This is an optimization exercise on Yosys and OpenROAD, whose aim is small area, not a production implementation.
In this exercise RTL edits were held to simulation tests only and were not proved equivalent to the original.

==> inputs of v37 <==
## rgb_conv3x3_engine
module rgb_conv3x3_engine
#(
  parameter int DATA_WIDTH   = rgb_conv_pkg::DATA_WIDTH,
  parameter int WEIGHT_WIDTH = rgb_conv_pkg::WEIGHT_WIDTH,
  parameter int ACC_WIDTH    = rgb_conv_pkg::ACC_WIDTH,
  parameter int IMAGE_SIZE   = 224
) (
  input  logic                         clk,
  input  logic                         rst,
  input  logic                         col_valid,
  input  logic [3*DATA_WIDTH-1:0]      col_r,
  input  logic [3*DATA_WIDTH-1:0]      col_g,
  input  logic [3*DATA_WIDTH-1:0]      col_b,
  input  logic                         wt_we,
  input  logic [4:0]                   wt_addr,
  input  logic [ACC_WIDTH-1:0]         wt_data,
  output logic signed [ACC_WIDTH-1:0]  conv_out,
  output logic                         conv_valid,
  output logic [7:0]                   out_row,
  output logic [7:0]                   out_col,
  output logic                         frame_done
);
  localparam logic [7:0] LAST_COL = 8'(IMAGE_SIZE - 1);
  localparam logic [7:0] LAST_OUT = 8'(IMAGE_SIZE - 3);
  logic [3*DATA_WIDTH-1:0] col0_r_q, col0_g_q, col0_b_q;
  logic [3*DATA_WIDTH-1:0] col1_r_q, col1_g_q, col1_b_q;
  logic [7:0] in_col_q;
  logic       eligible;
  logic [WEIGHT_WIDTH-1:0] wt_q [rgb_conv_pkg::NUM_TAPS];
  logic [ACC_WIDTH-1:0]    bias_n_q;      
  logic [rgb_conv_pkg::NUM_TAPS*DATA_WIDTH-1:0]   pix;
  logic [rgb_conv_pkg::NUM_TAPS*WEIGHT_WIDTH-1:0] wv;
  logic [rgb_conv_pkg::CS_WIDTH-1:0] mac_cs, cs_q;
  logic [ACC_WIDTH-1:0] mac_sum;
  logic [ACC_WIDTH-1:0] res_q [1:3];
  logic [3:0]           vld_q;
  logic [7:0]           out_row_q, out_col_q;
  assign eligible = col_valid && (in_col_q >= 8'd2);
  always_comb begin
    for (int ch = 0; ch < 3; ch++) begin
      for (int ky = 0; ky < 3; ky++) begin
        for (int kx = 0; kx < 3; kx++) begin
          wv[rgb_conv_pkg::tap_idx(ch, ky, kx)*WEIGHT_WIDTH +: WEIGHT_WIDTH] =
            wt_q[rgb_conv_pkg::tap_idx(ch, ky, kx)];
        end
      end
    end
    for (int ky = 0; ky < 3; ky++) begin
      pix[rgb_conv_pkg::tap_idx(0, ky, 0)*DATA_WIDTH +: DATA_WIDTH] = col0_r_q[ky*DATA_WIDTH +: DATA_WIDTH];
  ...
export LEC_CHECK = 0
export CAP_MARGIN = 20
export CORE_MARGIN = 2
export CORE_UTILIZATION = 70
export PLACE_DENSITY = 0.8
export SLEW_MARGIN = 20
export SYNTH_HIERARCHICAL = 1
export SYNTH_MINIMUM_KEEP_SIZE = 0
create_clock -name core_clock -period 10.0 [get_ports {clk}]
standard.sh (not shown) runs the stock make flow with config.mk's settings and CLKGATE_MAP_FILE= SYNTH_SCRIPT=/design/flow/synth_recipe.tcl, a recipe that flattens the netlist after the stock synthesis.
==> flow/flow/run.sh <==
#!/bin/bash
set -euo pipefail
export BUFFER_PORTS_ARGS="-buffer_cell sky130_fd_sc_hd__buf_1"
export CTS_ARGS="-sink_clustering_enable -repair_clock_nets -dont_use_dummy_load -buf_list sky130_fd_sc_hd__clkbuf_8 -sink_clustering_size 14 -sink_clustering_max_diameter 80"
bash standard.sh > flow_make.log 2>&1
==> v4: changes against v37 <==
==> flow/run.sh (new file) <==
#!/bin/bash
# synth_recipe.tcl (not shown) runs the flow's synth.tcl, then flattens the netlist and writes it again
# the make line also repeats each setting of config.mk as NAME=value (left out here)
make -C /OpenROAD-flow-scripts/flow DESIGN_CONFIG=/design/flow/config.mk WORK_HOME=/design/flow/orfs CLKGATE_MAP_FILE= SYNTH_SCRIPT=/design/flow/synth_recipe.tcl finish
- CORE_UTILIZATION: 70 -> 45
- PLACE_DENSITY: 0.8 -> 0.6
removed: flow/flow/run.sh
removed: flow/standard.sh
==> qor summary <==
| quantity | v37 | v4 |
|---|---|---|
| Result of the run | timing/DRC/antenna clean | timing/DRC/antenna clean |
| Number of nets in the layout | 6322 | 6357 |
| Non-CTS buffers | 164 | 189 |
| Vias in the first global route | 42800 | 41500 |
| Maximum clock frequency | 114 MHz | 114 MHz |
| Width of the chip | 293 um | 365 um |
| Sequential share of cell area | 23.6% | 22.3% |
| Tap cell instance count | 1080 | 1742 |
| Number of standard cells in the layout, taps in and fillers out | 5563 | 6303 |
| Minimum setup slack after placement | 1.24 ns | 0.696 ns |
| Filler cell count | 5550 | 11400 |
| Routed WL per cell | 42.9 um | 46.0 um |
| Arrival time reported for the critical path endpoint | 9.37 ns | 9.35 ns |
| Total wirelength of the detailed-routed design | 239000 um | 290000 um |
| Growth of design area from synthesis to finish | 2.67% | 8.34% |

==> separate check: timing with driven ports <==
No port has a modelled driver above. Below, the same layouts with a new extraction and two added sets of constraints. Step 1 assumes that a clkbuf_16 drives the clock port and a buf_2 every other input. Step 2, shift: input delay + t, output delay - t, t = (earliest + latest rising clock arrival at the registers) / 2. This alone moves slack from input paths to output paths. Slacks: ideal / step 1 / step 2; pairs: ideal / step 1.
| run | t (ns) | slack for setup (ns) | worst slew at a driven data input, ns | cell pins on the clock port's net |
|---|---|---|---|---|
| v37 | 0.831 | 1.248 / 1.248 / 1.089 | 0.16 | 1 |
| v4 | 0.804 | 1.241 / 1.241 / 0.613 | 0.13 | 1 |
After both steps setup and hold are still met in every run listed. For v4, which loses most, drivers alone change the setup slack by 0.000 ns; drivers and shift together by -0.628 ns.
